What follows belongs to an exercise in optimizing a design on an open flow for small area; a production flow would make more cautious choices. RTL that was checked went through simulation tests only; none was proved equivalent to the original. Power and IR drop assume default switching activity.

Design cam_if_top, start of the top module:
module cam_if_top (
    input  logic                   s_cam_clk_dft,
    input  logic                   rstn_i,
    input  logic                   cfg_valid_i,
    input  logic                   cfg_rwn_i,
    input  cam_cfg_pkg::cfg_addr_e cfg_addr_i,
    input  cam_cfg_pkg::cfg_word_t cfg_data_i,
    output cam_cfg_pkg::cfg_word_t cfg_data_o,
    output logic                   cfg_ready_o,
    input  cam_pix_pkg::pix_byte_t cam_data_i,
    input  logic                   cam_hsync_i,
    input  logic                   cam_vsync_i,
    output cam_pix_pkg::out_word_t data_o,
    output logic                   data_valid_o,
    input  logic                   data_ready_i,
    output logic                   frame_evt_o
);
    logic [31:0] r_glob;
    logic [31:0] r_ll;
    logic [31:0] r_ur;
    logic [31:0] r_size;
    logic [31:0] r_filter;
    logic        r_vsync_pol;
    logic [2:0]  r_rsel;      
    logic [15:0] r_dcl;       
    logic        s_wr;
    assign s_wr = cfg_valid_i & ~cfg_rwn_i;
    always_ff @(posedge s_cam_clk_dft or negedge rstn_i) begin
        if (!rstn_i) begin
            r_glob      <= '0;
            r_ll        <= '0;
            r_ur        <= '0;
            r_size      <= '0;
            r_filter    <= '0;
            r_vsync_pol <= 1'b0;
        end else if (s_wr) begin
            case (cfg_addr_i)
                5'd0: r_glob      <= cfg_data_i;
                5'd1: r_ll        <= cfg_data_i;
                5'd2: r_ur        <= cfg_data_i;
                5'd3: r_size      <= cfg_data_i;
                5'd4: r_filter    <= cfg_data_i;
                5'd5: r_vsync_pol <= cfg_data_i[0];
                default: ;
            endcase
        end
    end
    always_ff @(posedge s_cam_clk_dft or negedge rstn_i) begin
        if (!rstn_i) begin
            cfg_ready_o <= 1'b0;
            r_rsel      <= 3'd0;
        end else begin
            cfg_ready_o <= cfg_valid_i;
            if (cfg_valid_i && cfg_rwn_i && cfg_addr_i[4:3] == 2'b00 && cfg_addr_i[2:0] != 3'd7)
                r_rsel <= (cfg_addr_i[2:0] == 3'd0) ? 3'd7 : cfg_addr_i[2:0];
            else
                r_rsel <= 3'd0;
        end
    end
    always_comb begin
  ...
clock: 8.0 ns
lec_check: 0
abc_area: 1
cap_margin: 20
core_margin: 2
core_utilization: 60
cts_cluster_diameter: 100
cts_cluster_size: 24
slew_margin: 20
run.sh (not shown) runs the stock make flow with config.mk's settings and CLKGATE_MAP_FILE= SYNTH_SCRIPT=/design/flow/synth_recipe.tcl, a recipe that flattens the netlist after the stock synthesis.
Next try:
--- a/flow/design.v
+++ b/flow/design.v
@@ -495,57 +495,19 @@
 wire t_444 = t_446 ^ t_371;
 wire t_445 = (t_407 & t_409) | (t_446 & t_371);
 wire t_449 = t_410 ^ t_412;
 wire t_447 = t_449 ^ t_377;
 wire t_448 = (t_410 & t_412) | (t_449 & t_377);
 wire t_452 = t_413 ^ t_375;
 wire t_450 = t_452 ^ t_378;
 wire t_451 = (t_413 & t_375) | (t_452 & t_378);
-wire t_453 = t_415 ^ t_89;
-wire t_454 = t_415 & t_89;
-wire t_457 = t_416 ^ t_417;
-wire t_455 = t_457 ^ t_454;
-wire t_456 = (t_416 & t_417) | (t_457 & t_454);
-wire t_460 = t_418 ^ t_420;
-wire t_458 = t_460 ^ t_456;
-wire t_459 = (t_418 & t_420) | (t_460 & t_456);
-wire t_463 = t_421 ^ t_423;
-wire t_461 = t_463 ^ t_459;
-wire t_462 = (t_421 & t_423) | (t_463 & t_459);
-wire t_466 = t_424 ^ t_426;
-wire t_464 = t_466 ^ t_462;
-wire t_465 = (t_424 & t_426) | (t_466 & t_462);
-wire t_469 = t_427 ^ t_429;
-wire t_467 = t_469 ^ t_465;
-wire t_468 = (t_427 & t_429) | (t_469 & t_465);
-wire t_472 = t_430 ^ t_432;
-wire t_470 = t_472 ^ t_468;
-wire t_471 = (t_430 & t_432) | (t_472 & t_468);
-wire t_475 = t_433 ^ t_435;
-wire t_473 = t_475 ^ t_471;
-wire t_474 = (t_433 & t_435) | (t_475 & t_471);
-wire t_478 = t_436 ^ t_438;
-wire t_476 = t_478 ^ t_474;
-wire t_477 = (t_436 & t_438) | (t_478 & t_474);
-wire t_481 = t_439 ^ t_441;
-wire t_479 = t_481 ^ t_477;
-wire t_480 = (t_439 & t_441) | (t_481 & t_477);
-wire t_484 = t_442 ^ t_444;
-wire t_482 = t_484 ^ t_480;
-wire t_483 = (t_442 & t_444) | (t_484 & t_480);
-wire t_487 = t_445 ^ t_447;
-wire t_485 = t_487 ^ t_483;
-wire t_486 = (t_445 & t_447) | (t_487 & t_483);
-wire t_490 = t_448 ^ t_450;
-wire t_488 = t_490 ^ t_486;
-wire t_489 = (t_448 & t_450) | (t_490 & t_486);
-wire t_491 = t_451 ^ t_489;
-wire t_492 = t_451 & t_489;
-assign s_sum = {t_491, t_488, t_485, t_482, t_479, t_476, t_473, t_470, t_467, t_464, t_461, t_458, t_455, t_453, t_81};
+wire [14:0] row_a = {t_451, t_448, t_445, t_442, t_439, t_436, t_433, t_430, t_427, t_424, t_421, t_418, t_416, t_415, t_81};
+wire [14:0] row_b = {1'b0, t_450, t_447, t_444, t_441, t_438, t_435, t_432, t_429, t_426, t_423, t_420, t_417, t_89, 1'b0};
+assign s_sum = (row_a + row_b);
 endmodule
 module cam_if_top (
     input  logic                   s_cam_clk_dft,
     input  logic                   rstn_i,
     input  logic                   cfg_valid_i,
     input  logic                   cfg_rwn_i,
     input  cam_cfg_pkg::cfg_addr_e cfg_addr_i,
     input  cam_cfg_pkg::cfg_word_t cfg_data_i,
Effect: Wire length is lower by 1.7%; worst hold slack got worse by 0.0062 ns; global-route usage is lower by 0.78 points; cell count is about the same; sequential power stays flat; flip-flop and latch count stays the same; register-to-register slack improved by 0.71 ns; total power is lower by 1.5%; design area is lower by 1.3%.
The RTL of the first run of this note was laid out without a check of its function.

==> re-timing with driven ports <==
The results above use ideal ports. As a check the final layouts listed here were re-extracted and re-timed, cells and wires unchanged. Step 1 sets driving cells, clkbuf_16 on the clock port and buf_2 on the other inputs (assumed; they add their load-dependent delay and slew). Step 2 moves the port delays by t, midway between the first and last clock arrival at a register: inputs arrive t later, outputs are due t later. That takes back most of the time a late clock gives input paths. Three values: no drivers, after step 1, after step 2; two values: the first two.
run | t, ns | slack for setup (ns) | latest minus earliest clock arrival (ns) | worst register clock-pin slew, ns | worst data-port slew with drivers (ns)
the first run | 0.573 | 0.256 / 0.256 / 0.256 | 0.027 / 0.027 | 0.10 / 0.10 | 0.05
the second run | 0.580 | 0.963 / 0.963 / 0.963 | 0.040 / 0.040 | 0.10 / 0.10 | 0.06
After both steps every run listed still meets setup and hold.
